Background: an optimization exercise with open tools, aiming at small area. Do not read the settings as production practice. RTL that was checked went through simulation tests only; none was proved equivalent to the original. For runs 2 and 3, only the layout was checked, not whether the RTL still works. No activity file was given, so power comes from the tool's default toggle rates.

### flow/run.sh
#!/bin/bash
# synth_recipe.tcl (not shown) runs the flow's synth.tcl, then flattens the netlist and writes it again
# the make line also repeats each setting of config.mk as NAME=value (left out here)
make -C /OpenROAD-flow-scripts/flow DESIGN_CONFIG=/design/flow/config.mk WORK_HOME=/design/flow/orfs CLKGATE_MAP_FILE= SYNTH_SCRIPT=/design/flow/synth_recipe.tcl finish
### flow/config.mk
export PLATFORM = sky130hd
export DESIGN_NAME = cpu_top
export DESIGN_NICKNAME = cpu_top
export VERILOG_FILES = /design/flow/design.v
export SDC_FILE = /design/flow/constraint.sdc
export NUM_CORES = 4
export LEC_CHECK = 0
export CAP_MARGIN = 20
export CORE_MARGIN = 2
export CORE_UTILIZATION = 40
export PLACE_DENSITY = 0.6
export SLEW_MARGIN = 20
### flow/constraint.sdc
create_clock -name core_clock -period 10.0 [get_ports {clk}]
set_input_delay 2.0000 -clock core_clock [delete_from_list [all_inputs] [get_ports {clk}]]
set_output_delay 2.0000 -clock core_clock [all_outputs]
set_load 0.01 [all_outputs]
### flow/design.v
package cpu_pkg;
    typedef logic signed [16-1:0] word_t;
    typedef logic [12-1:0] pc_t;
    typedef logic [16-1:0] instr_t;
    typedef logic [4-1:0] reg_addr_t;
    typedef logic [12-1:0] data_addr_t;
    typedef enum logic [2:0] {
        st_fetch,
        st_fetch_wait,
        st_execute,
        st_mem,
        st_mem_wait,
        st_halt
    } ctrl_state_t;
endpackage
`timescale 1ns/10ps
module cpu_top (
    input  logic                clk,
    input  logic                rst_n,
    output logic                fetch_req,
    output cpu_pkg::pc_t        fetch_addr,
    input  logic                fetch_valid,
    input  cpu_pkg::instr_t     fetch_instr,
    output logic                mem_rd_req,
    output logic                mem_wr_req,
    output cpu_pkg::data_addr_t mem_addr,
    output cpu_pkg::word_t      mem_wdata,
    input  logic                mem_rvalid,
    input  cpu_pkg::word_t      mem_rdata,
    input  logic                mem_wack,
    output logic                retire,
    output logic                halted
);
    localparam logic [3:0] S_CLR  = 4'd0;    
    localparam logic [3:0] S_F    = 4'd1;    
    localparam logic [3:0] S_FW   = 4'd2;    
    localparam logic [3:0] S_E1   = 4'd3;    
    localparam logic [3:0] S_E2   = 4'd4;    
    localparam logic [3:0] S_W    = 4'd5;    
    localparam logic [3:0] S_LW   = 4'd6;    
    localparam logic [3:0] S_HALT = 4'd7;
    logic [3:0] ph;
    logic [3:0] state;
    logic [3:0] state_next;
    logic       st_pend;      
    logic       dpend;        
    logic       ir_ok;        
    logic [15:0] ir;
    logic ph0, ph15;
    assign ph0  = (ph == 4'd0);
    assign ph15 = (ph == 4'd15);
    always_ff @(posedge clk or negedge rst_n) begin
        if (!rst_n) ph <= 4'd0;
        else        ph <= ph + 4'd1;
    end
    logic is_jmp, is_beq, is_mem, is_load, is_store, is_alu, is_sub, is_mul, is_slt;
    assign is_jmp   = ir[15] && !ir[13];
    assign is_beq   = ir[15] && ir[13];
    assign is_mem   = !ir[15] && ir[14];
    assign is_load  = is_mem && ir[13];
    assign is_store = is_mem && !ir[13];
    assign is_alu   = !ir[15] && !ir[14];
    assign is_sub   = (ir[13] == ir[0]);
    assign is_mul   = ir[13] && !ir[0];
    assign is_slt   = ir[13] && ir[0];
    logic in_clr, in_f, in_fw, in_e1, in_e2, in_w, in_lw, in_halt;
    assign in_clr  = (state == S_CLR);
    assign in_f    = (state == S_F);
    assign in_fw   = (state == S_FW);
    assign in_e1   = (state == S_E1);
    assign in_e2   = (state == S_E2);
    assign in_w    = (state == S_W);
    assign in_lw   = (state == S_LW);
    assign in_halt = (state == S_HALT);
    logic [15:0] rb0;         
    logic        rs_bit, rt_bit;
    logic        we_any;
    logic        wbit;
    logic [3:0]  wsel;
    assign rs_bit = rb0[ir[12:9]];
    assign rt_bit = rb0[ir[8:5]];
    assign wsel   = ir[14] ? ir[8:5] : ir[4:1];
    for (genvar r = 0; r < 16; r++) begin : g_ring
        logic        we_r;
        logic [15:0] q;
        assign we_r   = in_clr || (we_any && (wsel == 4'(r)));
        assign rb0[r] = q[0];
        always_ff @(posedge clk) begin
            q <= {(we_r ? wbit : q[0]), q[15:1]};
        end
    end
    logic [15:0] pcq;
    logic        pc_we;
    logic        pc_wbit;
    logic        pc_bit;
    assign pc_bit     = pcq[0];
    assign fetch_addr = pcq[11:0];
    always_ff @(posedge clk) begin
        pcq <= {(pc_we ? pc_wbit : pcq[0]), pcq[15:1]};
    end
    logic imm_bit;
    logic jt_bit;
    logic [15:0] jvec;
    assign imm_bit = ph[3] || ph[2] ? ir[4] : ir[ph[1:0]];
    assign jvec    = {ir[12:9], ir[12:1]};
    assign jt_bit  = jvec[ph];
    logic c;
    logic add_a, add_b, cin0, cin, sum, cout;
    assign add_a = (in_f || in_e2) ? pc_bit : rs_bit;
    assign add_b = in_f ? 1'b0 : ((in_e2 || is_mem) ? imm_bit : (rt_bit ^ is_sub));
    assign cin0  = in_f || (is_alu && is_sub && !in_e2);
    assign cin   = ph0 ? cin0 : c;
    assign sum   = add_a ^ add_b ^ cin;
    assign cout  = (add_a & add_b) | (add_a & cin) | (add_b & cin);
    always_ff @(posedge clk) begin
        c <= cout;
    end
    logic flag;
    logic eqbit;
    logic lt;
    assign eqbit = (rs_bit == rt_bit);
    assign lt    = (rs_bit != rt_bit) ? rs_bit : sum;
    always_ff @(posedge clk) begin
        if (in_e1) flag <= is_beq ? ((ph0 || flag) && eqbit) : lt;
    end
    logic [11:0] addr_q;
    logic [15:0] tq;
    logic [15:0] tu;
    logic        tshift;
    always_ff @(posedge clk) begin
        if (in_e1 && !(ph[3] && ph[2])) addr_q <= {sum, addr_q[11:1]};
    end
    assign mem_addr = addr_q;
    assign tu     = mem_rvalid ? mem_rdata : tq;
    assign tshift = (in_e1 && (is_store || (is_alu && is_mul))) || in_w;
    always_ff @(posedge clk) begin
        tq <= tshift ? {rt_bit, tu[15:1]} : tu;
    end
    assign mem_wdata = tq;
    logic [14:0] acc;
    logic [14:0] mp;
    logic        mb;
    assign mb = rs_bit && in_e2;
    assign mp = acc + (mb ? tq[14:0] : 15'd0);
    always_ff @(posedge clk) begin
        acc <= {mb && tq[15], mp[14:1]};
    end
    logic avail;
    assign avail  = mem_rvalid || !dpend;
    assign we_any = (in_e1 && is_alu && !ir[13])
                 || (in_e2 && is_alu)
                 || (in_w && (!ph0 || avail));
    assign wbit   = in_clr ? 1'b0
                  : in_w   ? tu[0]
                  : in_e2  ? (ir[0] ? (ph0 && flag) : mp[0])
                  : sum;
    assign pc_we   = in_clr || in_f || (in_e1 && is_jmp) || (in_e2 && is_beq);
    assign pc_wbit = in_clr ? 1'b0 : (in_e1 ? jt_bit : sum);
    logic go;
    assign go = ir_ok && !(is_mem && dpend);
    always_comb begin
        state_next = state;
        case (state)
            S_CLR:  if (ph15) state_next = S_F;
            S_F: begin
                if (ph0 && pcq[11]) state_next = S_HALT;
                else if (ph15)      state_next = go ? S_E1 : S_FW;
            end
            S_FW:   if (ph15 && go) state_next = S_E1;
            S_E1: begin
                if (ph15) begin
                    if (is_load)                              state_next = S_W;
                    else if (is_alu && ir[13])                state_next = S_E2;
                    else if (is_beq && flag && eqbit)         state_next = S_E2;
                    else                                      state_next = S_F;
                end
            end
            S_E2:   if (ph15) state_next = S_F;
            S_W: begin
                if (ph0 && !avail) state_next = S_LW;
                else if (ph15)     state_next = S_F;
            end
            S_LW:   if (ph15 && (!dpend || mem_rvalid)) state_next = S_W;
            default: state_next = S_HALT;
        endcase
    end
    always_ff @(posedge clk or negedge rst_n) begin
        if (!rst_n) begin
            state   <= S_CLR;
            st_pend <= 1'b0;
            dpend   <= 1'b0;
        end else begin
            state <= state_next;
            if (in_e1 && ph15 && is_store) st_pend <= 1'b1;
            else if (mem_wr_req)           st_pend <= 1'b0;
            if (mem_rd_req || mem_wr_req)       dpend <= 1'b1;
            else if (mem_rvalid || mem_wack)    dpend <= 1'b0;
        end
    end
    always_ff @(posedge clk) begin
        if (fetch_valid) ir <= fetch_instr;
        if (fetch_req)        ir_ok <= 1'b0;
        else if (fetch_valid) ir_ok <= 1'b1;
    end
    assign fetch_req  = in_f && ph0 && !pcq[11];
    assign mem_rd_req = in_e1 && is_load && (ph == 4'd12);
    assign mem_wr_req = in_f && ph0 && st_pend;
    assign retire     = ph15 && (in_e1 || in_e2 || in_w) && (state_next == S_F);
    assign halted     = in_halt && !dpend;
endmodule
==> run summary, run 1 <==
* Result of the run: finished clean
* Worst Path Class, Setup: reg -> out
* Count of fill cells added during filler insertion: 2176
* Top post-synthesis cells by area: sky130_fd_sc_hd__dfxtp_1 61%, sky130_fd_sc_hd__edfxtp_1 8.6%, sky130_fd_sc_hd__mux4_2 4.5%
- A synthesized cell averages about 14 um2.
- Flip-flop and latch count after synthesis: 344
- Summed instance area of the synthesized netlist: 10100 um2
* Global-route usage over all layers: 0.131
- For this run, the leading register cell type out of synthesis is sky130_fd_sc_hd__dfxtp_1.
- The floorplan step defined a die boundary enclosing 26500 um2.
- Entering global routing, the biggest net connects 21 pins.
- IR analysis of the VDD net gives a maximum drop of ~0.17 mV.
- Post-route minimum period: between 5 and 6 ns
* Die span in x: 163 um
- In this run the worst hold path is classified as reg -> reg.
- At the end of the flow, the number of nets in the layout was roughly 850.
- Worst slew pin tran: 0.939 ns
- Among all cell types in the netlist, the one instantiated most often is sky130_fd_sc_hd__dfxtp_1.
* H-tree depth: 2
* Yosys top cell by area: sky130_fd_sc_hd__dfxtp_1
- Unrepaired setup endpoints after global routing: no
* Number of non-filler instances in the completed layout: 1145
- After detailed routing, the total wire length is roughly 17000 um.
- Final core area utilization: 0.490
- Data required time at the worst endpoint: ~8 ns
* Buffer depth of the longest clock path: 3
- The analysis attributes to cell leakage a power of 4.88 nW.
* Overall die height: 163 um
* Number of max-cap violations: 0
* Number of cells on the worst hold path: 0
* HPWL after detailed placement: 11700 um
- For the final database, setup skew stands at 0.0215 ns.
* # port buffers: slightly above 80
- Post-CTS resize count: 0
- Share of async-settable or async-resettable flops after synthesis: 0.0291
* Via count: between 5000 and 6000
- Max FO, Critical Path: 9
- The worst hold path begins at g_ring[11].q[2].
* Cell Count Post-Placement: 1085
- Counting every instance in the synthesized netlist gives 706.
- In the final routed layout, each cell accounts on average for 15.1 um.
* Number of flops mapped to enable cells by yosys: 29
- In this run the critical register-to-register path is captured at acc[12].
- Final hold viol count: 0
- Register clock-pin slew on the reported worst setup and hold paths: 0.06 ns
- In this run the clock root is driven by a sky130_fd_sc_hd__clkbuf_16.
* Number of antenna repair diodes: 0
- The setup check on the worst reg-to-reg path leaves a slack of between 6 and 7 ns.
- Highest achievable clock rate: 200 MHz
- Total gr overflow: 0
* Clock tree from TritonCTS: built
- For the worst-skew pair, the clock arrives at the later sink with an insertion delay of between 0.5 and 0.6 ns.
* Global-route wire length before repair: about 27000 um
- FF-to-FF Start: state[2]
- Hold buffers post-CTS: 0
* Number of buffers inserted during clock tree synthesis: 34
- The initial utilization of the core area, before any placement, comes to 0.403.
- Site Rows: 58
- Of the post-synthesis cell area, the dominant cell type holds 0.606.
- Clk sink count: 344
- The initial antenna violation count was 0.
* Core outline area: 25000 um2
* Length in cells of the worst reg-to-reg path: 11
* Area Overhead vs Synth: 21.5%
- Ranking of synthesized cells by instance count: 305 x sky130_fd_sc_hd__dfxtp_1, 29 x sky130_fd_sc_hd__edfxtp_1, 27 x sky130_fd_sc_hd__nand2_1, 27 x sky130_fd_sc_hd__nor2_1, 24 x sky130_fd_sc_hd__a21oi_1
- Final weighted congestion in routability-driven placement: 0.865
* Sequential element share of the synthesized area: 0.718
- Headroom to the max-slew limit came out at 0.373.
- Via density per instance: ~4.7
* Number of nets with antenna violations after detailed routing: 0
* Number of warnings issued by yosys: 1
- For hold timing, the worst endpoint is g_ring[11].q[1].
- Detailed-route DRC error count: 0
- The number of global-route vias before repair came to 5085.
- After the first detailed-routing iteration, the DRC count stood at 323.
- Post-synth cell types: 71
* Max-slew violation count: 0
- Final TNS setup: 0 ns
* Post-route fraction of the period consumed by the critical path: 0.500
- Before antenna repair, the detailed router went through 4 iterations.
* Fraction of layout cells with a size suffix above 1: 0.118
* Ports: 82
- Synthesized Nets: between 700 and 800
* Ratio of total power to cell area: 228 nW/um2
- Element type at the critical path start: register
- Setup violations remaining at the end of the flow were counted as 0.
* Worst setup EP type: primary output
* Worst EP arrival: about 3.0 ns
* Post CTS Setup Buffer Count: 0
[cell usage in the layout, fill, tap and decap left out, types with 4 or more instances in the layout]
master,instances
sky130_fd_sc_hd__a21o_1,4
sky130_fd_sc_hd__a21oi_1,23
sky130_fd_sc_hd__a31oi_1,5
sky130_fd_sc_hd__and2_1,16
sky130_fd_sc_hd__clkbuf_1,9
sky130_fd_sc_hd__clkbuf_16,34
sky130_fd_sc_hd__clkbuf_8,8
sky130_fd_sc_hd__clkdlybuf4s50_1,81
sky130_fd_sc_hd__dfrtp_1,10
sky130_fd_sc_hd__dfxtp_1,305
sky130_fd_sc_hd__edfxtp_1,29
sky130_fd_sc_hd__ha_1,17
sky130_fd_sc_hd__inv_1,18
sky130_fd_sc_hd__mux2_2,4
sky130_fd_sc_hd__mux2i_1,9
sky130_fd_sc_hd__mux4_1,4
sky130_fd_sc_hd__mux4_2,20
sky130_fd_sc_hd__nand2_1,27
sky130_fd_sc_hd__nand2b_1,7
sky130_fd_sc_hd__nand3_1,6
sky130_fd_sc_hd__nor2_1,27
sky130_fd_sc_hd__nor2b_1,5
sky130_fd_sc_hd__nor3_1,9
sky130_fd_sc_hd__o211ai_1,16
sky130_fd_sc_hd__o21ai_0,16
sky130_fd_sc_hd__o21ai_1,5
sky130_fd_sc_hd__o31ai_1,15
sky130_fd_sc_hd__xnor2_1,13
sky130_fd_sc_hd__xor2_1,5
[cells by family (layout without fill, tap and decap cells)]
logic type | after synthesis | after routing | synth area share
adder cells (fa/ha/maj) | 19 | 19 | 0.0251
AND/OR/NAND/NOR | 118 | 118 | 0.0617
AO/OA/AOI/OAI | 117 | 117 | 0.0830
other | 1 | 1 | 0.000372
multiplexers | 38 | 38 | 0.0699
flip-flops | 344 | 344 | 0.718
XOR/XNOR | 18 | 18 | 0.0157
buffers and inverters | 51 | 160 | 0.0267
[worst max-delay path: stages, from the launching register on]
cell and delay, ns:
sky130_fd_sc_hd__edfxtp_1 0.55, sky130_fd_sc_hd__mux4_2 0.59, sky130_fd_sc_hd__a22oi_4 0.20, sky130_fd_sc_hd__nand3_4 0.12
sky130_fd_sc_hd__xor2_1 0.28, sky130_fd_sc_hd__o211ai_1 0.12, sky130_fd_sc_hd__nand2_1 0.08, sky130_fd_sc_hd__clkdlybuf4s50_1 0.55
[power by group]
| part | leakage, nW | switching (W) | internal (W) | total, W |
|---|---|---|---|---|
| clock | 0.558 | 0.000505 | 0.000750 | 0.00126 |
| sequential | 2.86 | 0.0000215 | 0.00141 | 0.00143 |
| combinational | 1.46 | 0.0000531 | 0.0000581 | 0.000111 |
| total | 4.88 | 0.000580 | 0.00221 | 0.00279 |
[cell type report]
cell class                      instances  area [um2]  share of cell area
Sequential cell                       344        7230               0.591
Multi-Input combinational cell        311        2580               0.211
Clock buffer                           51         995              0.0813
Timing Repair Buffer                   81         811              0.0663
Tap cell                              330         413              0.0337
Clock inverter                          9         141              0.0116
Inverter                               19        71.3             0.00583
[state kept, by name, indices dropped and copies added, names as in the netlist]
register  cells
g_ring.q    256
tq           16
addr_q       12
flag          1
ph            4
ir           16
state         4
dpend         1
acc          15
c             1
ir_ok         1
st_pend       1
pcq          16
[per-layer routing]
| metal | GRT usage | up-vias | routed length, um |
|---|---|---|---|
| met3 | 0.0298 | 27 | 864 |
| met1 | 0.178 | 2546 | 8190 |
| met2 | 0.206 | 128 | 7970 |
| li1 | - | 2645 | - |
| met5 | 0 | - | 0 |
| met4 | 0.0459 | 0 | 281 |
[worst max-delay path by stage]
stage                from                to  cells after the start
5_1_grt             ir[5]            retire                      7
3_5_place_dp   mem_rvalid   g_ring[0].q[15]                      6
2_1_floorplan       ir[9]            retire                      6
3_3_place_gp   mem_rvalid  g_ring[15].q[15]                      6
6_report            ir[5]            retire                      7
4_1_cts             ir[5]            retire                      7
[per-stage QoR]
stage               worst slack [ns]  area (um2)  hold slack [ns]  total power [W]
finish                          5.00       12200            0.311          0.00279
global route                    4.80       12200            0.328          0.00290
CTS                             4.97       12200            0.317          0.00283
detailed placement              5.34       11100            0.312          0.00157
global placement                5.40       11100            0.310          0.00157
floorplan                       6.27       10100            0.310          0.00152
==> inputs of run 2 (changes only) <==
--- a/flow/design.v
+++ b/flow/design.v
@@ -31,20 +31,20 @@
     output logic                retire,
     output logic                halted
 );
-    localparam logic [3:0] S_CLR  = 4'd0;    
-    localparam logic [3:0] S_F    = 4'd1;    
-    localparam logic [3:0] S_FW   = 4'd2;    
-    localparam logic [3:0] S_E1   = 4'd3;    
-    localparam logic [3:0] S_E2   = 4'd4;    
-    localparam logic [3:0] S_W    = 4'd5;    
-    localparam logic [3:0] S_LW   = 4'd6;    
-    localparam logic [3:0] S_HALT = 4'd7;
+    localparam logic [2:0] S_CLR  = 3'd0;    
+    localparam logic [2:0] S_F    = 3'd1;    
+    localparam logic [2:0] S_FW   = 3'd2;    
+    localparam logic [2:0] S_E1   = 3'd3;    
+    localparam logic [2:0] S_E2   = 3'd4;    
+    localparam logic [2:0] S_W    = 3'd5;    
+    localparam logic [2:0] S_LW   = 3'd6;    
+    localparam logic [2:0] S_HALT = 3'd7;
     logic [3:0] ph;
-    logic [3:0] state;
-    logic [3:0] state_next;
-    logic       st_pend;      
+    logic [2:0] state;
+    logic [2:0] state_next;
     logic       dpend;        
     logic       ir_ok;        
+    logic       ir_rdy;       
     logic [15:0] ir;
     logic ph0, ph15;
     assign ph0  = (ph == 4'd0);
@@ -123,28 +123,24 @@
     always_ff @(posedge clk) begin
         if (in_e1) flag <= is_beq ? ((ph0 || flag) && eqbit) : lt;
     end
-    logic [11:0] addr_q;
     logic [15:0] tq;
     logic [15:0] tu;
     logic        tshift;
-    always_ff @(posedge clk) begin
-        if (in_e1 && !(ph[3] && ph[2])) addr_q <= {sum, addr_q[11:1]};
-    end
-    assign mem_addr = addr_q;
     assign tu     = mem_rvalid ? mem_rdata : tq;
-    assign tshift = (in_e1 && (is_store || (is_alu && is_mul))) || in_w;
+    assign tshift = !(in_e2 || in_lw || (in_e1 && is_load));
     always_ff @(posedge clk) begin
         tq <= tshift ? {rt_bit, tu[15:1]} : tu;
     end
-    assign mem_wdata = tq;
+    assign mem_wdata = {tq[3:0], tq[15:4]};
     logic [14:0] acc;
     logic [14:0] mp;
     logic        mb;
     assign mb = rs_bit && in_e2;
     assign mp = acc + (mb ? tq[14:0] : 15'd0);
     always_ff @(posedge clk) begin
-        acc <= {mb && tq[15], mp[14:1]};
-    end
+        acc <= {((in_e1 && is_mem) ? sum : (mb && tq[15])), mp[14:1]};
+    end
+    assign mem_addr = acc[14:3];
     logic avail;
     assign avail  = mem_rvalid || !dpend;
     assign we_any = (in_e1 && is_alu && !ir[13])
@@ -157,7 +153,7 @@
     assign pc_we   = in_clr || in_f || (in_e1 && is_jmp) || (in_e2 && is_beq);
     assign pc_wbit = in_clr ? 1'b0 : (in_e1 ? jt_bit : sum);
     logic go;
-    assign go = ir_ok && !(is_mem && dpend);
+    assign go = ir_rdy && !(is_mem && dpend);
     always_comb begin
         state_next = state;
         case (state)
@@ -187,12 +183,9 @@
     always_ff @(posedge clk or negedge rst_n) begin
         if (!rst_n) begin
             state   <= S_CLR;
-            st_pend <= 1'b0;
             dpend   <= 1'b0;
         end else begin
             state <= state_next;
-            if (in_e1 && ph15 && is_store) st_pend <= 1'b1;
-            else if (mem_wr_req)           st_pend <= 1'b0;
             if (mem_rd_req || mem_wr_req)       dpend <= 1'b1;
             else if (mem_rvalid || mem_wack)    dpend <= 1'b0;
         end
@@ -201,10 +194,11 @@
         if (fetch_valid) ir <= fetch_instr;
         if (fetch_req)        ir_ok <= 1'b0;
         else if (fetch_valid) ir_ok <= 1'b1;
+        if (ph == 4'd11)      ir_rdy <= ir_ok;
     end
     assign fetch_req  = in_f && ph0 && !pcq[11];
     assign mem_rd_req = in_e1 && is_load && (ph == 4'd12);
-    assign mem_wr_req = in_f && ph0 && st_pend;
+    assign mem_wr_req = in_e1 && is_store && (ph == 4'd12);
     assign retire     = ph15 && (in_e1 || in_e2 || in_w) && (state_next == S_F);
     assign halted     = in_halt && !dpend;
 endmodule
==> flow/flow/run.sh (new file) <==
#!/bin/bash
# Standard ORFS layout, with plain buf_1 port buffers and no CTS dummy loads.
set -euo pipefail
export BUFFER_PORTS_ARGS="-buffer_cell sky130_fd_sc_hd__buf_1"
export CTS_ARGS="-sink_clustering_enable -repair_clock_nets -dont_use_dummy_load"
bash standard.sh > flow.log 2>&1
==> flow/standard.sh (new file) <==
#!/bin/bash
# synth_recipe.tcl (not shown) runs the flow's synth.tcl, then flattens the netlist and writes it again
# the make line also repeats each setting of config.mk as NAME=value (left out here)
make -C /OpenROAD-flow-scripts/flow DESIGN_CONFIG=/design/flow/config.mk WORK_HOME=/design/flow/orfs CLKGATE_MAP_FILE= SYNTH_SCRIPT=/design/flow/synth_recipe.tcl "${@:-finish}"
removed: flow/run.sh
==> run 2 against run 1 <==
Compared with the run above: non-clock buffer count is the same; maximum frequency grew 5.6%; sequential power grew 12%; register-to-register slack lost 0.10 ns; critical path depth is the same; hold slack lost 0.011 ns; global-route usage shrank 0.58 points; count of clock-buffer cells in the layout shrank 21; setup slack gained 0.26 ns; wire length shrank 7.6%; via count shrank 5.4%; first-iteration DRC count shrank 14%; largest power group unchanged.
==> run summary, run 2 <==
- The count of distinct cell types in the synthesized netlist came to 71 (unchanged).
- Maximum cell stage delay along the critical path: 0.58 ns (about the same)
- Clock Tree Root: sky130_fd_sc_hd__clkbuf_16
* Number of max-cap violations: 0 (unchanged)
- The routed wirelength normalized by instance count is 14.8 um (-2.2%).
* Number of nets with antenna violations after detailed routing: 0 (unchanged)
- The worst hold path belongs to the class reg -> reg.
- The number of buffers inserted by hold repair at cts is 0 (unchanged).
- Drt first-iter violations: 279 (-14%)
- Final hold viol count: 0 (unchanged)
- Largest net degree at the start of global routing: 19 (-9.5%)
- Worst EP arrival: 2.74 ns (-0.26 ns)
- The setup TNS came to 0 ns (unchanged).
- STA classifies the critical path endpoint as a primary output.
* Number of warnings issued by yosys: 1 (unchanged)
* Detailed-route DRC error count: 0 (unchanged)
* Gate count of the mapped netlist: 688 (-2.5%)
- Delay-heaviest family, CP: multiplexers
* Share of the synthesized area in the top cell type: 0.626 (+0.0202)
- Worst slew pin tran: 1.02 ns (+0.0849 ns)
- Via count: 5056 (-5.4%)
* Global-route wire length before repair: 25600 um (-5.2%)
- CP max stage cell: sky130_fd_sc_hd__mux4_1
* Layer carrying the most global-route usage: met2
- The placer congestion estimate was 0.818 (-5.5%).
- Max-slew violation count: 0 (unchanged)
- Initial Util: 0.404 (+0.000871)
- The clock latency on the worst-skew pair came to 0.55 ns (+0.03 ns).
* Global-route met1 utilization: 0.173 (-0.00441)
- The post-synthesis average cell area was 14.2 um2 (-0.70%).
- H-tree depth: 1 (-1)
- Register name with the most flops: g_ring.q
- In the post-synthesis netlist, the cell with the most instances is sky130_fd_sc_hd__dfxtp_1.
* Summed instance area of the synthesized netlist: 9750 um2 (-3.2%)
- Sequential element share of the synthesized area: 0.702 (-0.0151)
- The clock tree buffer depth is 3 (unchanged).
- Data required time at the worst endpoint: 8.00 ns (about the same)
- Number of flops mapped to enable cells by yosys: 18 (-38%)
* Global-route usage over all layers: 0.125 (-0.00581)
* Die Outline Area: 25600 um2 (-3.2%)
- Net count reported at finish: 814 (-3.9%)
- Max FO, Critical Path: 8 (-1)
- By count the netlist is led by 305 x sky130_fd_sc_hd__dfxtp_1, 47 x sky130_fd_sc_hd__nand2_1, 26 x sky130_fd_sc_hd__buf_4, 26 x sky130_fd_sc_hd__nor2_1, 21 x sky130_fd_sc_hd__mux2i_1.
- Cell-by-cell trace of the critical path: mux4_1, mux2i_1, mux2i_4, xnor2_2, a21boi_1, o31a_1, buf_1
- Synthesized Nets: 743 (-2.5%)
* Top_reg_cell synth: sky130_fd_sc_hd__dfxtp_1
* Number of global-route vias before repair: 4917 (-3.3%)
* Worst Path Class, Setup: reg -> out
- TritonCTS built the clock tree.
- The worst supply voltage drop on vdd is 0.143 mV (-18%).
- The run finished with no timing, DRC or antenna violations.
- Fraction of layout cells with a size suffix above 1: 0.0964 (-0.0214)
- Antenna violations before repair: 1 (+1)
- Ports: 82 (unchanged)
* Share of async-settable or async-resettable flops after synthesis: 0.0242 (-0.00490)
- The share of the core filled with cells in the final layout was 0.454 (-0.0367).
* Unrepaired setup endpoints after global routing: no
* Tightest slew margin relative to the limit: 0.318 (-0.0554)
- Most common cell after layout, fill and taps aside: sky130_fd_sc_hd__dfxtp_1
- sky130_fd_sc_hd__dfxtp_1 takes more of the synthesized area than any other cell.
- STA classifies the critical path startpoint as a register.
* Area Overhead vs Synth: 12.2%
* Max reg flops: 256 (unchanged)
- The power density of the placed cells is 267 nW/um2 (+17%).
- Total Power Consumption: 0.00292 W (+4.5%)
- Clk sink count: 331 (-3.8%)
* Static leakage power: 4.36 nW (-11%)
- The met3 track demand over resource was 0.0312 (+0.00138).
- Post-route minimum period: 4.74 ns (-0.264 ns)
- Post-detailed-routing wire length: 16000 um (-7.6%)
* Number of optimization iterations in the first detailed-route pass: 4 (unchanged)
- # port buffers: 81 (unchanged)
- Die span in x: 160 um (-1.6%)
* Most frequent cells in the layout: 305 x sky130_fd_sc_hd__dfxtp_1, 81 x sky130_fd_sc_hd__buf_1, 47 x sky130_fd_sc_hd__nand2_1, 30 x sky130_fd_sc_hd__clkbuf_16, 26 x sky130_fd_sc_hd__nor2_1
- Post-route fraction of the period consumed by the critical path: 0.474 (-0.0264)
- The total global routing overflow was 0 (unchanged).
* Highest achievable clock rate: 211 MHz (+5.6%)
- The clock slew seen by the registers of the worst setup and hold paths was 0.06 ns (about the same).
* Post CTS Setup Buffer Count: 0 (unchanged)
- Final number of setup-violating endpoints: 0 (unchanged)
* Core outline area: 24100 um2 (-3.4%)
- Via density per instance: 4.67 (about the same)
* Post-CTS resize count: 0 (unchanged)
- The number of buffers and inverters on the critical path was 1 (unchanged).
- The met2 global-route usage is 0.191 (-0.0150).
- Flip-flop and latch count after synthesis: 331 (-3.8%)
- HPWL after detailed placement: 11100 um (-5.3%)
- The clock buffer count from CTS came to 30 (-12%).
- The number of rows created at floorplan came to 57 (-1.7%).
* Overall die height: 160 um (-1.6%)
- Top post-synthesis cells by area: sky130_fd_sc_hd__dfxtp_1 63%, sky130_fd_sc_hd__edfxtp_1 5.5%, sky130_fd_sc_hd__mux4_2 4.2%
- The final clock skew was 0.0527 ns (+0.0312 ns).
run 2: changes by cell type in the layout (fill, tap and decap cells not counted), moves of 11 or more:
cell	change
sky130_fd_sc_hd__buf_1	+81
sky130_fd_sc_hd__clkdlybuf4s50_1	-81
sky130_fd_sc_hd__nand2_1	+20
sky130_fd_sc_hd__o211ai_1	-15
sky130_fd_sc_hd__o31ai_1	-14
sky130_fd_sc_hd__mux2i_1	+12
sky130_fd_sc_hd__edfxtp_1	-11
run 2: layout make-up:
cell class | instances | area, um2
clock buffer | 30 | 751
fill | 2231 | 13200
sequential | 331 | 6850
multi-input combinational | 304 | 2580
timing repair buffer | 81 | 304
antenna | 1 | 2.50
inverter | 11 | 41.3
tap | 324 | 405
run 2: metrics by stage:
stage / std cells / cell area [um2] / hold WS (ns) / worst slack, ns
2_1_floorplan: 688 / 9750 / 0.310 / 6.13
3_3_place_gp: 1051 / 10200 / 0.310 / 5.87
3_5_place_dp: 1051 / 10200 / 0.312 / 5.80
4_1_cts: 1081 / 10900 / 0.306 / 5.25
5_1_grt: 1081 / 10900 / 0.311 / 5.09
6_report: 1082 / 10900 / 0.300 / 5.26
run 2: kinds of logic (layout without fill, tap and decap cells):
group | Yosys count | in the layout | synth area share
flip-flops | 331 | 331 | 0.702
AND/OR/NAND/NOR | 133 | 133 | 0.0673
AO/OA/AOI/OAI | 80 | 80 | 0.0610
multiplexers | 54 | 54 | 0.0942
buffers and inverters | 53 | 122 | 0.0326
XOR/XNOR | 19 | 19 | 0.0178
adder cells (fa/ha/maj) | 18 | 18 | 0.0246
other | 0 | 1 | 0
run 2: routing by layer:
metal  routed length [um]  vias to the layer above
li1                     -                     2472
met1                 7660                     2387
met2                 6850                      156
met3                 1000                       41
met4                  469                        0
met5                    0                        -
run 2: worst reg2reg max path, cell delays in order, from the launching register on:
cell and delay [ns]:
sky130_fd_sc_hd__edfxtp_1 0.41, sky130_fd_sc_hd__mux4_1 0.59, sky130_fd_sc_hd__mux2i_2 0.28, sky130_fd_sc_hd__a2111oi_4 0.21, sky130_fd_sc_hd__and2_1 0.22, sky130_fd_sc_hd__ha_1 0.20, sky130_fd_sc_hd__fa_1 0.43, sky130_fd_sc_hd__a211oi_1 0.38
sky130_fd_sc_hd__o21bai_1 0.15, sky130_fd_sc_hd__a31oi_2 0.32, sky130_fd_sc_hd__nor3_1 0.14, sky130_fd_sc_hd__a2111oi_4 0.34, sky130_fd_sc_hd__xnor2_1 0.11
run 2: where the power goes:
group	internal [W]	leakage, nW	switching, W
Clock	0.000522	0.370	0.000411
Combinational	0.000161	1.23	0.000226
Sequential	0.00150	2.76	0.000102
run 2: worst paths after layout:
path | start | to | slack [ns] | cells past startpoint
worst min-delay path | g_ring[6].q[15] | g_ring[6].q[14] | 0.30 | 0
max in group asynchronous | rst_n | state[1] | 8.22 | 1
worst max register to register | ir[10] | acc[13] | 6.05 | 12
min in group asynchronous | rst_n | ph[2] | 1.44 | 1
worst min register to register | g_ring[6].q[15] | g_ring[6].q[14] | 0.30 | 0
worst max-delay path | ir[5] | retire | 5.26 | 7
==> inputs of run 3 (changes only) <==
==> flow/flow/run.sh (replaced) <==
#!/bin/bash
# Standard ORFS layout, with plain buf_1 port buffers and no CTS dummy loads.
set -euo pipefail
export BUFFER_PORTS_ARGS="-buffer_cell sky130_fd_sc_hd__buf_1"
export CTS_ARGS="-sink_clustering_enable -repair_clock_nets -dont_use_dummy_load -buf_list sky130_fd_sc_hd__clkbuf_8"
bash standard.sh > flow.log 2>&1
==> run 3 against run 2 <==
Compared with the run above: still clean; area after synthesis unchanged; wire length up 0.60%; sequential power barely moved; via count up 1.8%.
==> run summary, run 3 <==
- The die area was 25600 um2 (unchanged).
* Final worst clock skew: 0.0494 ns (-0.00330 ns)
* Flip-flop and latch count after synthesis: 331 (unchanged)
- FF-to-FF Start: ir[10]
- Fraction of layout cells with a size suffix above 1: 0.119 (+0.0221)
* Buffer depth of the longest clock path: 3 (unchanged)
- Sequential element share of the synthesized area: 0.702 (unchanged)
* Global-route usage over all layers: 0.128 (+0.00344)
* Static leakage power: 4.35 nW (-0.40%)
* Max reg flops: 256 (unchanged)
- The required arrival time at the worst endpoint came to 8.00 ns (about the same).
- The count of buffers added by post-CTS timing repair for setup is 0 (unchanged).
* Number of nets with antenna violations after detailed routing: 0 (unchanged)
* Die span in x: 160 um (unchanged)
* Core outline area: 24100 um2 (unchanged)
- The worst-margin pin slew was 1.02 ns (-0.00444 ns).
- Tightest slew margin relative to the limit: 0.321 (+0.00296)
* # port buffers: 81 (unchanged)
* Hold Crit Start: g_ring[8].q[4]
- The wire length of the first global-routing pass was 26000 um (+1.5%).
- The critical path data arrival time came to 2.72 ns (-0.02 ns).
* Clock tree from TritonCTS: built
- The effective utilization at floorplan came to 0.404 (unchanged).
* VDD IR-drop max: 0.165 mV (+15%)
- Register clock-pin slew on the reported worst setup and hold paths: 0.05 ns (about the same)
* Hold buffers post-CTS: 0 (unchanged)
- The share of synthesized flip-flops with an asynchronous set or reset is 0.0242 (unchanged).
- Number of warnings issued by yosys: 1 (unchanged)
* Post-synthesis mux area share: 0.0942 (unchanged)
- Post-synthesis simple-gate area fraction: 0.0673 (unchanged)
- The share of the core filled with cells in the final layout is 0.450 (-0.00317).
* Final number of setup-violating endpoints: 0 (unchanged)
- Hold Slack: 0.290 ns (-0.0105 ns)
* Worst Path Class, Setup: reg -> out
* Number of buffers inserted during clock tree synthesis: 49 (+63%)
- Gate count of the mapped netlist: 688 (unchanged)
- In the layout the commonest cells are 305 x sky130_fd_sc_hd__dfxtp_1, 81 x sky130_fd_sc_hd__buf_1, 49 x sky130_fd_sc_hd__clkbuf_8, 47 x sky130_fd_sc_hd__nand2_1, 26 x sky130_fd_sc_hd__nor2_1.
- Via density per instance: 4.67 (about the same)
- Number of max-cap violations: 0 (unchanged)
* Post-route fraction of the period consumed by the critical path: 0.472 (-0.00172)
- Top_reg_cell synth: sky130_fd_sc_hd__dfxtp_1
* Ratio of total power to cell area: 261 nW/um2 (-2.4%)
- Critical path launch point: ir[5]
- The clock latency on the worst-skew pair came to 0.56 ns (about the same).
- Antenna violations before repair: 1 (unchanged)
- The post-synthesis compound-gate area fraction is 0.0610 (unchanged).
- The area fraction of the dominant cell type after synthesis came to 0.626 (unchanged).
- Element type at the critical path start: register
- Total Power Consumption: 0.00283 W (-3.1%)
- Largest family of logic cells by synthesized area: multiplexers
- The synthesized design spends more area on one cell type than any other, namely sky130_fd_sc_hd__dfxtp_1.
* HPWL after detailed placement: 11100 um (unchanged)
* Number of optimization iterations in the first detailed-route pass: 4 (unchanged)
* Summed instance area of the synthesized netlist: 9750 um2 (unchanged)
* Drt first-iter violations: 237 (-15%)
- Area Overhead vs Synth: 11.4%
- Ranked by total cell area, the synthesized netlist is headed by sky130_fd_sc_hd__dfxtp_1 63%, sky130_fd_sc_hd__edfxtp_1 5.5%, sky130_fd_sc_hd__mux4_2 4.2%.
* Largest net degree at the start of global routing: 19 (unchanged)
- The detailed-route DRC error count is 0 (unchanged).
* Max-slew violation count: 0 (unchanged)
* Site Rows: 57 (unchanged)
- STA classifies the critical path endpoint as a primary output.
- The count of distinct cell types in the synthesized netlist came to 71 (unchanged).
- Max FO, Critical Path: 8 (unchanged)
- Clock Tree Root: sky130_fd_sc_hd__clkbuf_8
- Unrepaired setup endpoints after global routing: no
- Total gr overflow: 0 (unchanged)
- g_ring.q holds more flip-flops than any other register.
- The sum of routed wire length over all layers is 16100 um (+0.60%).
- Result of the run: finished clean
* Hold/Removal Path Class: reg -> reg
- The post-synthesis average cell area was 14.2 um2 (unchanged).
* Highest achievable clock rate: 212 MHz (+0.36%)
- Synthesized Nets: 743 (unchanged)
* Via count: 5146 (+1.8%)
* Post-CTS resize count: 0 (unchanged)
* Most common cell after layout, fill and taps aside: sky130_fd_sc_hd__dfxtp_1
- Top-count cell post-synth: sky130_fd_sc_hd__dfxtp_1
* Overall die height: 160 um (unchanged)
- H-tree depth: 2 (+1)
- The count of final hold-check violations came to 0 (unchanged).
- The xor and xnor fraction of the mapped netlist area came to 0.0178 (unchanged).
- The number of flops mapped to enable cells by yosys was 18 (unchanged).
* Final TNS setup: 0 ns (unchanged)
* Share of synthesized cell area in full adder, half adder and majority cells: 0.0246 (unchanged)
* Number of global-route vias before repair: 5117 (+4.1%)
- The placer congestion estimate came to 0.818 (unchanged).
* Post-route minimum period: 4.72 ns (-0.0172 ns)
- Ranked by instance count, the synthesized netlist is headed by 305 x sky130_fd_sc_hd__dfxtp_1, 47 x sky130_fd_sc_hd__nand2_1, 26 x sky130_fd_sc_hd__buf_4, 26 x sky130_fd_sc_hd__nor2_1, 21 x sky130_fd_sc_hd__mux2i_1.
- The clock sink count came to 331 (unchanged).
* Final routed wire length divided by cell count: 14.6 um (-1.1%)
- The count of boundary I/O pins came to 82 (unchanged).
* Net count reported at finish: 833 (+2.3%)
==> run 3: changes by cell type in the layout (fill, tap and decap cells not counted) <==
cell	previous run	this run
sky130_fd_sc_hd__clkbuf_16	30	0
sky130_fd_sc_hd__clkbuf_8	0	49
==> run 3: metrics by stage <==
stage | std cells | setup slack [ns] | instance area, um2
2_1_floorplan | 688 | 6.13 | 9750
3_3_place_gp | 1051 | 5.87 | 10200
3_5_place_dp | 1051 | 5.80 | 10200
4_1_cts | 1100 | 5.23 | 10900
5_1_grt | 1100 | 5.07 | 10900
6_report | 1101 | 5.28 | 10900
==> run 3: area by class of cell <==
type / instances / area [um2]
Clock buffer: 49 / 674
Antenna cell: 1 / 2.50
Sequential cell: 331 / 6850
Tap cell: 324 / 405
Timing Repair Buffer: 81 / 304
Multi-Input combinational cell: 304 / 2580
Fill cell: 2246 / 13200
Inverter: 11 / 41.3
==> run 3: power breakdown <==
part	internal [W]	switching, W	leakage (nW)	total (W)
Sequential	0.00150	0.000102	2.76	0.00160
Combinational	0.000161	0.000226	1.23	0.000387
Clock	0.000431	0.000411	0.352	0.000842
==> run 3: cell families after synthesis <==
group | after synthesis
buffers and inverters | 53
adders and majority gates | 18
AOI/OAI and AO/OA | 80
and+or+nand+nor | 133
DFF | 331
muxes | 54
xor gates and xnor gates | 19
==> run 3: metal layers <==
metal | GRT usage | up-vias | wire length (um)
li1 | - | 2503 | -
met1 | 0.172 | 2438 | 7580
met2 | 0.192 | 162 | 6990
met3 | 0.0387 | 43 | 1100
met4 | 0.0549 | 0 | 411
met5 | 0 | - | 0
==> run 3: worst max-delay path: stages (launching register included) <==
cell and delay [ns]:
sky130_fd_sc_hd__edfxtp_1 0.50, sky130_fd_sc_hd__mux4_1 0.58, sky130_fd_sc_hd__mux2i_1 0.24, sky130_fd_sc_hd__mux2i_4 0.15, sky130_fd_sc_hd__xnor2_2 0.20, sky130_fd_sc_hd__a21boi_1 0.09
sky130_fd_sc_hd__o31a_1 0.27, sky130_fd_sc_hd__buf_1 0.13
==> run 3: path summary, 6_finish.rpt <==
kind                                   to  cells after the start  slack (ns)
max                                retire                      7        5.28
min                        g_ring[8].q[3]                      0        0.29
max reg2reg                       acc[13]                     12        6.08
min reg2reg                g_ring[8].q[3]                      0        0.29
max in group asynchronous        state[1]                      1        8.23
min in group asynchronous           ph[3]                      1        1.43
==> inputs of run 4 (changes only) <==
--- a/flow/design.v
+++ b/flow/design.v
@@ -124,14 +124,13 @@
         if (in_e1) flag <= is_beq ? ((ph0 || flag) && eqbit) : lt;
     end
     logic [15:0] tq;
-    logic [15:0] tu;
     logic        tshift;
-    assign tu     = mem_rvalid ? mem_rdata : tq;
     assign tshift = !(in_e2 || in_lw || (in_e1 && is_load));
     always_ff @(posedge clk) begin
-        tq <= tshift ? {rt_bit, tu[15:1]} : tu;
+        if (mem_rvalid)  tq <= mem_rdata;
+        else if (tshift) tq <= {rt_bit, tq[15:1]};
     end
-    assign mem_wdata = {tq[3:0], tq[15:4]};
+    assign mem_wdata = {tq[4:0], tq[15:5]};
     logic [14:0] acc;
     logic [14:0] mp;
     logic        mb;
@@ -140,14 +139,12 @@
     always_ff @(posedge clk) begin
         acc <= {((in_e1 && is_mem) ? sum : (mb && tq[15])), mp[14:1]};
     end
-    assign mem_addr = acc[14:3];
-    logic avail;
-    assign avail  = mem_rvalid || !dpend;
+    assign mem_addr = {sum, acc[14:4]};
     assign we_any = (in_e1 && is_alu && !ir[13])
                  || (in_e2 && is_alu)
-                 || (in_w && (!ph0 || avail));
+                 || in_w;
     assign wbit   = in_clr ? 1'b0
-                  : in_w   ? tu[0]
+                  : in_w   ? tq[0]
                   : in_e2  ? (ir[0] ? (ph0 && flag) : mp[0])
                   : sum;
     assign pc_we   = in_clr || in_f || (in_e1 && is_jmp) || (in_e2 && is_beq);
@@ -165,17 +162,14 @@
             S_FW:   if (ph15 && go) state_next = S_E1;
             S_E1: begin
                 if (ph15) begin
-                    if (is_load)                              state_next = S_W;
+                    if (is_load)                              state_next = (dpend && !mem_rvalid) ? S_LW : S_W;
                     else if (is_alu && ir[13])                state_next = S_E2;
                     else if (is_beq && flag && eqbit)         state_next = S_E2;
                     else                                      state_next = S_F;
                 end
             end
             S_E2:   if (ph15) state_next = S_F;
-            S_W: begin
-                if (ph0 && !avail) state_next = S_LW;
-                else if (ph15)     state_next = S_F;
-            end
+            S_W:    if (ph15) state_next = S_F;
             S_LW:   if (ph15 && (!dpend || mem_rvalid)) state_next = S_W;
             default: state_next = S_HALT;
         endcase
@@ -194,11 +188,11 @@
         if (fetch_valid) ir <= fetch_instr;
         if (fetch_req)        ir_ok <= 1'b0;
         else if (fetch_valid) ir_ok <= 1'b1;
-        if (ph == 4'd11)      ir_rdy <= ir_ok;
+        if (ph == 4'd10)      ir_rdy <= ir_ok;
     end
     assign fetch_req  = in_f && ph0 && !pcq[11];
-    assign mem_rd_req = in_e1 && is_load && (ph == 4'd12);
-    assign mem_wr_req = in_e1 && is_store && (ph == 4'd12);
+    assign mem_rd_req = in_e1 && is_load && (ph == 4'd11);
+    assign mem_wr_req = in_e1 && is_store && (ph == 4'd11);
     assign retire     = ph15 && (in_e1 || in_e2 || in_w) && (state_next == S_F);
     assign halted     = in_halt && !dpend;
 endmodule
==> flow/flow/run.sh (replaced) <==
#!/bin/bash
# Standard ORFS layout, with plain buf_1 port buffers and a lighter clock tree
# (small clock buffers, no CTS dummy loads).
set -euo pipefail
export BUFFER_PORTS_ARGS="-buffer_cell sky130_fd_sc_hd__buf_1"
export CTS_ARGS="-sink_clustering_enable -repair_clock_nets -dont_use_dummy_load -buf_list sky130_fd_sc_hd__clkbuf_4 -sink_clustering_size 12 -sink_clustering_max_diameter 50"
bash standard.sh > flow.log 2>&1
--- a/flow/config.mk
+++ b/flow/config.mk
@@ -7,6 +7,6 @@
 export LEC_CHECK = 0
 export CAP_MARGIN = 20
 export CORE_MARGIN = 2
-export CORE_UTILIZATION = 40
-export PLACE_DENSITY = 0.6
+export CORE_UTILIZATION = 60
+export PLACE_DENSITY = 0.8
 export SLEW_MARGIN = 20
==> run 4 against run 3 <==
Compared with the run above: sequential cell count stayed put; die area is 33% lower; cell area is 5.7% lower; largest power group unchanged; synthesized cell count is 1.3% higher; critical endpoint is now mem_addr[11]; highest routed layer unchanged; first-iteration DRC count is 6.8% higher; largest cell class unchanged; total power is 12% lower.
==> run summary, run 4 <==
* Result of the run: finished clean
- Number of global-route vias before repair: 5207 (+1.8%)
- STA classifies the critical path startpoint as a register.
- Max-slew violation count: 0 (unchanged)
- Final weighted congestion in routability-driven placement: 0.840 (+2.7%)
* Most frequent cells in the layout: 289 x sky130_fd_sc_hd__dfxtp_1, 80 x sky130_fd_sc_hd__buf_1, 34 x sky130_fd_sc_hd__clkbuf_4, 34 x sky130_fd_sc_hd__edfxtp_1
* Worst Path Class, Setup: reg -> out
* Share of async-settable or async-resettable flops after synthesis: 0.0242 (unchanged)
- Number of flops mapped to enable cells by yosys: 34 (+16)
- Clk sink count: 331 (unchanged)
- Fraction of layout cells with a size suffix above 1: 0.0995 (-0.0191)
- The critical path data arrival time is 3.59 ns (+0.87 ns).
* Clock Tree Root: sky130_fd_sc_hd__clkbuf_4
* Top_reg_cell synth: sky130_fd_sc_hd__dfxtp_1
- HPWL after detailed placement: 11500 um (+3.9%)
- The flip-flop count of the largest register, all copies and words added was 256 (unchanged).
* Area Overhead vs Synth: 5.70%
* Number of buffers inserted during clock tree synthesis: 34 (-31%)
- The power density of the placed cells is 242 nW/um2 (-7.1%).
* Register name with the most flops: g_ring.q
- The setup TNS is 0 ns (unchanged).
* Insertion delay of the later-clocked pin in the worst-skew pair: 0.62 ns (+0.06 ns)
- Summed over all instances, the cell type with the most area after synthesis is sky130_fd_sc_hd__dfxtp_1.
- Most common cell after layout, fill and taps aside: sky130_fd_sc_hd__dfxtp_1
- The highest achievable clock rate is 179 MHz (-16%).
* Total gr overflow: 0 (unchanged)
- Tightest slew margin relative to the limit: 0.356 (+0.0358)
* Number of optimization iterations in the first detailed-route pass: 4 (unchanged)
* Global-route wire length before repair: 25900 um (-0.32%)
- Share of the synthesized area in the top cell type: 0.597 (-0.0290)
* Core outline area: 15800 um2 (-34%)
- The number of warnings issued by yosys came to 1 (unchanged).
- Register clock-pin slew on the reported worst setup and hold paths: 0.12 ns (+0.07 ns)
* Post-route minimum period: 5.59 ns (+0.870 ns)
- The post-synthesis average cell area came to 13.9 um2 (-1.9%).
* Drt first-iter violations: 253 (+6.8%)
* Final number of setup-violating endpoints: 0 (unchanged)
- Post-CTS resize count: 0 (unchanged)
- The tightest min-delay check is of the reg -> reg type.
- Cell-by-cell trace of the critical path: mux4_1, mux4_2, mux2_2, fa_1, buf_1
- The flop and latch count out of synthesis came to 331 (unchanged).
- Among all cell types in the netlist, the one instantiated most often is sky130_fd_sc_hd__dfxtp_1.
- Synthesized Nets: 753 (+1.3%)
- The net count of the finished layout was 822 (-1.3%).
* Summed instance area of the synthesized netlist: 9680 um2 (-0.64%)
- The sum of routed wire length over all layers is 16400 um (+1.9%).
- Gate count of the mapped netlist: 697 (+1.3%)
* Clock tree from TritonCTS: built
- The overall die width is 131 um (-18%).
- The count of distinct cell types in the synthesized netlist is 69 (-2.8%).
- Max FO, Critical Path: 20 (+12)
* Detailed-route DRC error count: 0 (unchanged)
- Final worst clock skew: 0.0736 ns (+0.0242 ns)
- Number of nets with antenna violations after detailed routing: 0 (unchanged)
* Maximum cell stage delay along the critical path: 0.69 ns (+0.11 ns)
- The effective utilization at floorplan came to 0.612 (+0.208).
* Worst setup EP type: primary output
- The clock tree buffer depth is 3 (unchanged).
- Post CTS Setup Buffer Count: 0 (unchanged)
* Final cell area excluding filler cells: 10200 um2 (-5.7%)
- The average via count per standard cell is 5.30 (+13%).
* Via count: 5198 (+1.0%)
- Ranked by total cell area, the synthesized netlist is headed by sky130_fd_sc_hd__dfxtp_1 60%, sky130_fd_sc_hd__edfxtp_1 11%, sky130_fd_sc_hd__mux2_2 2.7%.
* VDD IR-drop max: 0.167 mV (+1.2%)
* Static leakage power: 4.14 nW (-4.7%)
- Largest net degree at the start of global routing: 22 (+3)
* Overall die height: 131 um (-18%)
- The count of antenna diodes in the layout came to 0 (-1).
* Final hold viol count: 0 (unchanged)
- Area after detailed placement: 9980 um2 (-2.0%)
- Unrepaired setup endpoints after global routing: no
- The required arrival time at the worst endpoint came to 8.00 ns (about the same).
- H-tree depth: 2 (unchanged)
- Worst slew pin tran: 0.965 ns (-0.0536 ns)
- Sequential element share of the synthesized area: 0.724 (+0.0211)
* Site Rows: 46 (-19%)
- Global-route usage over all layers: 0.199 (+0.0705)
- Antenna violations before repair: 0 (-1)
- The number of violations of the max-capacitance limit came to 0 (unchanged).
- The count of boundary I/O pins came to 82 (unchanged).
* Post-route fraction of the period consumed by the critical path: 0.559 (+0.0870)
- Final routed wire length divided by cell count: 16.7 um (+15%)
- The largest individual stage delay along the critical path comes from the cell sky130_fd_sc_hd__mux4_2.
- Die Outline Area: 17200 um2 (-33%)
* # port buffers: 81 (unchanged)
* Hold buffers post-CTS: 0 (unchanged)
- The commonest cells after synthesis are 289 x sky130_fd_sc_hd__dfxtp_1, 34 x sky130_fd_sc_hd__edfxtp_1, 32 x sky130_fd_sc_hd__nand2_1, 32 x sky130_fd_sc_hd__nor2_1, 27 x sky130_fd_sc_hd__a21oi_1.
[run 4: cell count changes after synthesis, moves of 8 or more]
cell                       delta
sky130_fd_sc_hd__clkbuf_1    +12
sky130_fd_sc_hd__mux4_2      -10
sky130_fd_sc_hd__nand3_1     -12
sky130_fd_sc_hd__and2_1      -14
sky130_fd_sc_hd__nand2_1     -15
sky130_fd_sc_hd__a21oi_1      +8
sky130_fd_sc_hd__mux2_2      +18
sky130_fd_sc_hd__and3_1      +13
sky130_fd_sc_hd__dfxtp_1     -16
sky130_fd_sc_hd__mux2i_1     -14
sky130_fd_sc_hd__edfxtp_1    +16
[run 4: final cells by class]
class | instances | area [um2]
Sequential cell | 331 | 7010
Fill cell | 1177 | 5590
Inverter | 12 | 45.0
Clock buffer | 34 | 255
Tap cell | 216 | 270
Multi-Input combinational cell | 306 | 2350
Timing Repair Buffer | 81 | 305
[run 4: metal layers]
layer | global-route usage | wire, um | vias up
li1 | - | - | 2537
met1 | 0.260 | 7350 | 2462
met2 | 0.324 | 7700 | 157
met3 | 0.0407 | 880 | 42
met4 | 0.0857 | 465 | 0
met5 | 0 | 0 | -
[run 4: cells by family after synthesis]
kind of cell,share of synthesized area
XOR/XNOR,0.0143
buffers and inverters,0.0335
multiplexers,0.0662
flip-flops,0.724
AO/OA/AOI/OAI,0.0703
adder cells (fa/ha/maj),0.0261
AND/OR/NAND/NOR,0.0661
[run 4: path summary, 6_finish.rpt]
kind                                 from              to  slack [ns]  depth (start not counted)
max reg2reg                        ir[11]          acc[9]        5.91                         11
min                        g_ring[7].q[2]  g_ring[7].q[1]        0.30                          0
max                                ir[11]    mem_addr[11]        4.41                          5
min in group asynchronous           rst_n           ph[1]        1.31                          1
min reg2reg                g_ring[7].q[2]  g_ring[7].q[1]        0.30                          0
max in group asynchronous           rst_n        state[2]        8.37                          1
[run 4: power breakdown]
group	switching, W	internal, W
sequential	0.0000957	0.00153
clock	0.000361	0.000158
combinational	0.000206	0.000125
total	0.000663	0.00182
[run 4: worst max-delay path, delay by kind of cell, from the launching register on]
family	cells	cell delay, ns
adder cells (fa/ha/maj)	1	0.67
buffers and inverters	1	0.18
flip-flops	1	0.48
multiplexers	3	1.63
[run 4: stage by stage]
step / hold WS (ns) / utilization / instances / setup slack, ns / total power (W)
floorplan: 0.310 / - / 697 / 5.18 / 0.00190
global placement: 0.311 / 0.631 / 946 / 4.55 / 0.00198
detailed placement: 0.312 / 0.631 / 946 / 4.50 / 0.00199
CTS: 0.310 / 0.647 / 980 / 4.37 / 0.00251
global route: 0.305 / 0.647 / 980 / 4.25 / 0.00261
finish: 0.304 / 0.647 / 980 / 4.41 / 0.00248
==> inputs of run 5 (changes only) <==
==> flow/flow/run.sh (replaced) <==
#!/bin/bash
# Standard ORFS layout, with plain buf_1 port buffers and a lighter clock tree
# (small clock buffers, no CTS dummy loads).
set -euo pipefail
export BUFFER_PORTS_ARGS="-buffer_cell sky130_fd_sc_hd__buf_1"
export CTS_ARGS="-sink_clustering_enable -repair_clock_nets -dont_use_dummy_load -buf_list sky130_fd_sc_hd__clkbuf_8 -sink_clustering_size 16 -sink_clustering_max_diameter 45"
bash standard.sh > flow.log 2>&1
==> run 5 against run 4 <==
Compared with the run above: still clean on timing, DRC and antenna; utilization up 0.74 points; count of clock-buffer cells in the layout shrank 7; first-iteration DRC count grew 27%; die area unchanged; largest power group unchanged.
==> run summary, run 5 <==
- The initial DRC count came to 322 (+27%).
- Total gr overflow: 0 (unchanged)
- Result of the run: finished clean
* Number of flops mapped to enable cells by yosys: 34 (unchanged)
* VDD IR-drop max: 0.163 mV (-2.2%)
* Tightest slew margin relative to the limit: 0.360 (+0.00311)
- Top post-synthesis cells by area: sky130_fd_sc_hd__dfxtp_1 60%, sky130_fd_sc_hd__edfxtp_1 11%, sky130_fd_sc_hd__mux2_2 2.7%
* Number of buffers inserted during clock tree synthesis: 27 (-21%)
- Via density per instance: 5.31 (+0.20%)
- Share of async-settable or async-resettable flops after synthesis: 0.0242 (unchanged)
- The worst setup path is launched from an input port.
- Post-detailed-routing wire length: 16400 um (-0.19%)
* Worst setup EP type: primary output
- The setup TNS came to 0 ns (unchanged).
- Most common cell after layout, fill and taps aside: sky130_fd_sc_hd__dfxtp_1
* # port buffers: 81 (unchanged)
- The post-synthesis average cell area is 13.9 um2 (unchanged).
- Initial Util: 0.612 (unchanged)
- Worst Path Class, Setup: in -> out
- The clock tree buffer depth is 3 (unchanged).
- The flip-flop count of the largest register, all copies and words added was 256 (unchanged).
- The slack of the critical path was 4.49 ns (+0.0808 ns).
- The number of pins with negative max-slew slack in the final report was 0 (unchanged).
* Ranking of synthesized cells by instance count: 289 x sky130_fd_sc_hd__dfxtp_1, 34 x sky130_fd_sc_hd__edfxtp_1, 32 x sky130_fd_sc_hd__nand2_1, 32 x sky130_fd_sc_hd__nor2_1, 27 x sky130_fd_sc_hd__a21oi_1
* Most frequent cells in the layout: 289 x sky130_fd_sc_hd__dfxtp_1, 80 x sky130_fd_sc_hd__buf_1, 34 x sky130_fd_sc_hd__edfxtp_1, 32 x sky130_fd_sc_hd__nor2_1, 32 x sky130_fd_sc_hd__nand2_1
- The count of antenna diodes in the layout is 0 (unchanged).
- Top_reg_cell synth: sky130_fd_sc_hd__dfxtp_1
- Top-count cell post-synth: sky130_fd_sc_hd__dfxtp_1
- Data required time at the worst endpoint: 8.00 ns (about the same)
- Insertion delay of the later-clocked pin in the worst-skew pair: 0.55 ns (-0.07 ns)
- Post-synth cell types: 69 (unchanged)
- The footprint of the flip-flops and latches is 7010 um2 (unchanged).
- Final worst clock skew: 0.0417 ns (-0.0320 ns)
- The count of buffers added by post-CTS timing repair for setup was 0 (unchanged).
- The net count of the mapped netlist is 753 (unchanged).
* Global-route usage over all layers: 0.194 (-0.00440)
* Multi-input logic area: 2350 um2 (unchanged)
- Hold Crit Start: g_ring[0].q[12]
- The net count of the finished layout came to 815 (-0.85%).
* Post-CTS resize count: 0 (unchanged)
* Worst EP arrival: 3.51 ns (-0.08 ns)
- Ranked by flip-flop count, first place goes to g_ring.q.
* Detailed-route DRC error count: 0 (unchanged)
- Gate count of the mapped netlist: 697 (unchanged)
- Final routed wire length divided by cell count: 16.8 um (+0.53%)
- Highest achievable clock rate: 181 MHz (+1.5%)
- The number of warnings issued by yosys came to 1 (unchanged).
* Summed instance area of the synthesized netlist: 9680 um2 (unchanged)
- Relative to the synthesized area, the layout overhead comes to 6.90%.
- The number of buffers inserted by hold repair at cts was 0 (unchanged).
- The wire length of the first global-routing pass is 25700 um (-0.83%).
- The count of boundary I/O pins is 82 (unchanged).
- Critical path launch point: mem_rvalid
- Ratio of total power to cell area: 248 nW/um2 (+2.4%)
- The first-pass iteration count of the detailed router was 5 (+1).
- sky130_fd_sc_hd__dfxtp_1 takes more of the synthesized area than any other cell.
- The count of final hold-check violations is 0 (unchanged).
- The via count was 5171 (-0.52%).
- The placer congestion estimate came to 0.840 (unchanged).
* Largest net degree at the start of global routing: 22 (unchanged)
- Share of the synthesized area in the top cell type: 0.597 (unchanged)
- The initial antenna violation count was 0 (unchanged).
* Site Rows: 46 (unchanged)
- The post-layout minimum cycle time came to 5.51 ns (-0.0808 ns).
- The number of violations of the max-capacitance limit is 0 (unchanged).
- Number of global-route vias before repair: 5108 (-1.9%)
* Worst slew pin tran: 0.961 ns (-0.00466 ns)
- Hold/Removal Path Class: reg -> reg
- The residual antenna-violating net count after detailed routing was 0 (unchanged).
* Clock tree from TritonCTS: built
- The post-placement setup slack is 4.50 ns (unchanged).
- The share of the cycle needed by the critical path after routing is 0.551 (-0.00808).
- Static leakage power: 4.18 nW (+0.91%)
* Die Outline Area: 17200 um2 (unchanged)
* Final number of setup-violating endpoints: 0 (unchanged)
- Clock Tree Root: sky130_fd_sc_hd__clkbuf_8
- The clock sink count came to 331 (unchanged).
* FF-to-FF Start: ir[11]
- The highest net fanout along the worst path is 18 (-10%).
- Count of fill cells added during filler insertion: 1176 (-0.085%)
* Register clock-pin slew on the reported worst setup and hold paths: 0.09 ns (-0.03 ns)
* Sequential element share of the synthesized area: 0.724 (unchanged)
* Overall die height: 131 um (unchanged)
- The flop and latch count out of synthesis is 331 (unchanged).
- The overall die width was 131 um (unchanged).
* Unrepaired setup endpoints after global routing: no
* H-tree depth: 1 (-1)
* HPWL after detailed placement: 11500 um (unchanged)
* Core outline area: 15800 um2 (unchanged)
- Fraction of layout cells with a size suffix above 1: 0.0911 (-0.00833)
## run 5: power breakdown
group	switching, W	leakage (nW)	total, W	internal (W)
combinational	0.000208	1.20	0.000333	0.000125
clock	0.000366	0.194	0.000607	0.000241
sequential	0.0000957	2.79	0.00163	0.00153
## run 5: path summary, 6_finish.rpt
path / endpoint / slack, ns / depth (start not counted)
worst min register to register: g_ring[0].q[11] / 0.29 / 0
worst min-delay path: g_ring[0].q[11] / 0.29 / 0
min in group asynchronous: state[0] / 1.37 / 1
max in group asynchronous: ph[1] / 8.31 / 1
worst max register to register: acc[9] / 5.96 / 11
worst max-delay path: retire / 4.49 / 6
## run 5: logic make-up (layout without fill, tap and decap cells)
| family | after synthesis | count (layout) | synth area share |
|---|---|---|---|
| buf+inv | 60 | 120 | 0.0335 |
| xor+xnor | 15 | 15 | 0.0143 |
| simple gates | 124 | 124 | 0.0661 |
| mux | 43 | 43 | 0.0662 |
| compound gates | 105 | 105 | 0.0703 |
| flops | 331 | 331 | 0.724 |
| fa+ha+maj | 19 | 19 | 0.0261 |
## run 5: layout make-up
type | instances | share of cell area
sequential | 331 | 0.677
multi-input combinational | 306 | 0.227
clock buffer | 27 | 0.0359
timing repair buffer | 81 | 0.0295
tap | 216 | 0.0261
inverter | 12 | 0.00435
## run 5: worst max-delay path: stages
cell and delay, ns:
sky130_fd_sc_hd__buf_1 0.70, sky130_fd_sc_hd__inv_1 0.20, sky130_fd_sc_hd__a41oi_1 0.23, sky130_fd_sc_hd__a21oi_1 0.09, sky130_fd_sc_hd__nor2_1 0.12, sky130_fd_sc_hd__buf_1 0.17
## run 5: per-stage QoR
stage	instance area (um2)	total power (W)	cells	hold WS (ns)	utilization
after floorplan	9680	0.00190	697	0.310	-
after global placement	9980	0.00198	946	0.311	0.631
after detailed placement	9980	0.00199	946	0.312	0.631
after CTS	10400	0.00259	973	0.297	0.654
after global routing	10400	0.00270	973	0.306	0.654
final	10400	0.00257	973	0.294	0.654
## run 5: metal layers
metal / part of all wire / wire length, um / GRT usage
met4: 0.021 / 337 / 0.0582
met1: 0.45 / 7300 / 0.256
met2: 0.48 / 7790 / 0.327
met5: 0 / 0 / 0
met3: 0.057 / 938 / 0.0399
==> inputs of run 6 (changes only) <==
==> flow/flow/run.sh (replaced) <==
#!/bin/bash
# Standard ORFS layout, with plain buf_1 port buffers and a lighter clock tree
# (small clock buffers, no CTS dummy loads).
set -euo pipefail
export BUFFER_PORTS_ARGS="-buffer_cell sky130_fd_sc_hd__buf_1"
export CTS_ARGS="-sink_clustering_enable -repair_clock_nets -dont_use_dummy_load -buf_list sky130_fd_sc_hd__clkbuf_4 -sink_clustering_size 10 -sink_clustering_max_diameter 40"
bash standard.sh > flow.log 2>&1
==> run 6 against run 5 <==
Compared with the run above: utilization shrank 0.37 points; total power shrank 2.1%; cell count grew 1.6%; hold slack lost 0.0010 ns; clock skew grew 0.026 ns; critical path depth shrank 1; via count grew 1.5%; setup slack lost 0.058 ns; non-clock buffer count is the same; largest power group unchanged.
==> run summary, run 6 <==
* Setup slack at placement: 4.50 ns (unchanged)
- Final cell area excluding filler cells: 10300 um2 (-0.57%)
- The clock tree buffer depth is 3 (unchanged).
- Post-synthesis mux area share: 0.0661 (unchanged)
- Grouping stages by cell kind, the critical path spends the most delay in multiplexers.
- The clock latency on the worst-skew pair came to 0.62 ns (+0.07 ns).
* Result of the run: finished clean
- Static leakage power: 4.18 nW (-0.13%)
- Number of buffers and inverters on the critical path: 1 (-2)
- The count of distinct cell types in the synthesized netlist was 69 (unchanged).
* Post-route fraction of the period consumed by the critical path: 0.557 (+0.00584)
- In the post-synthesis netlist, the biggest area contributors are sky130_fd_sc_hd__dfxtp_1 60%, sky130_fd_sc_hd__edfxtp_1 11%, sky130_fd_sc_hd__mux2_2 2.7%.
- Final weighted congestion in routability-driven placement: 0.840 (unchanged)
- The count of final hold-check violations was 0 (unchanged).
* Syn Area/Cell: 13.9 um2 (unchanged)
- The post-layout minimum cycle time was 5.57 ns (+0.0584 ns).
* CP max stage cell: sky130_fd_sc_hd__mux4_2
- Cell-by-cell trace of the critical path: mux4_1, mux4_2, mux2_2, fa_1, buf_1
- After synthesis, the largest family of logic cells by area is compound AO/OA/AOI/OAI gates.
- Ports: 82 (unchanged)
- The highest net fanout along the worst path was 20 (+2).
* Clock tree from TritonCTS: built
- The delay contributed by the slowest stage of the critical path was 0.69 ns (about the same).
* Synthesized Nets: 753 (unchanged)
* Share of async-settable or async-resettable flops after synthesis: 0.0242 (unchanged)
* Max-slew violation count: 0 (unchanged)
- Tightest slew margin relative to the limit: 0.355 (-0.00427)
* Register name with the most flops: g_ring.q
* Die span in x: 131 um (unchanged)
- The worst supply voltage drop on vdd came to 0.151 mV (-7.2%).
* Max reg flops: 256 (unchanged)
* Number of optimization iterations in the first detailed-route pass: 4 (-1)
- The average via count per standard cell was 5.31 (-0.17%).
- Worst slew pin tran: 0.967 ns (+0.00640 ns)
==> run 6: changes by cell type in the layout (fill, tap and decap cells not counted), sizes merged <==
cell / previous run / this run
clkbuf: 28 / 42
diode: 0 / 2
==> run 6: worst paths after layout <==
check	start	to	slack (ns)	depth (start not counted)
worst max-delay path	ir[11]	mem_addr[11]	4.43	5
min in group asynchronous	rst_n	state[0]	1.32	1
worst min-delay path	g_ring[1].q[2]	g_ring[1].q[1]	0.29	0
worst min register to register	g_ring[1].q[2]	g_ring[1].q[1]	0.29	0
max in group asynchronous	rst_n	state[2]	8.33	1
worst max register to register	ir[11]	acc[9]	5.93	11
==> run 6: cell families (layout without fill, tap and decap cells) <==
logic type,count (synthesis),after routing
adder cells (fa/ha/maj),19,19
AO/OA/AOI/OAI,105,105
AND/OR/NAND/NOR,124,124
buffers and inverters,60,134
other,0,2
multiplexers,43,43
flip-flops,331,331
XOR/XNOR,15,15
==> run 6: area by class of cell <==
cell class | instances | area (um2)
Clock buffer | 41 | 308
Timing Repair Buffer | 81 | 305
Tap cell | 216 | 270
Fill cell | 1183 | 5530
Sequential cell | 331 | 7010
Antenna cell | 2 | 5.00
Inverter | 12 | 45.0
Multi-Input combinational cell | 306 | 2350
==> run 6: layer usage <==
metal / track usage / up-vias / routed length, um
li1: - / 2550 / -
met1: 0.258 / 2508 / 7270
met2: 0.324 / 148 / 7800
met3: 0.0533 / 41 / 932
met4: 0.0745 / 0 / 473
met5: 0 / - / 0
==> run 6: per-stage QoR <==
step | util | hold WS, ns | total power [W] | instances
after floorplan | - | 0.310 | 0.00190 | 697
after global placement | 0.631 | 0.311 | 0.00198 | 946
after detailed placement | 0.631 | 0.312 | 0.00199 | 946
after CTS | 0.650 | 0.293 | 0.00255 | 987
after global routing | 0.650 | 0.286 | 0.00266 | 989
final | 0.650 | 0.293 | 0.00251 | 989
==> run 6: power by group <==
part / total [W] / switching (W) / internal, W
Sequential: 0.00163 / 0.0000957 / 0.00153
Combinational: 0.000331 / 0.000206 / 0.000125
Clock: 0.000554 / 0.000364 / 0.000190
Total: 0.00251 / 0.000666 / 0.00185
==> run 6: worst reg2reg max path, stage by stage (launching register included) <==
cell and delay, ns:
sky130_fd_sc_hd__edfxtp_1 0.48, sky130_fd_sc_hd__mux4_1 0.59, sky130_fd_sc_hd__mux4_2 0.69, sky130_fd_sc_hd__and3_2 0.30, sky130_fd_sc_hd__ha_1 0.20, sky130_fd_sc_hd__fa_1 0.40
sky130_fd_sc_hd__a21o_1 0.18, sky130_fd_sc_hd__a21oi_1 0.27, sky130_fd_sc_hd__o21a_1 0.18, sky130_fd_sc_hd__o21bai_1 0.08, sky130_fd_sc_hd__a21o_1 0.24, sky130_fd_sc_hd__o311ai_0 0.32

Check on run 6: ideal ports give 4.431 ns setup slack; a clkbuf_16 on the clock port and buf_2 on the inputs give 4.393 ns; moving port delays by the midpoint clock arrival (0.629 ns) as well gives 4.450 ns.
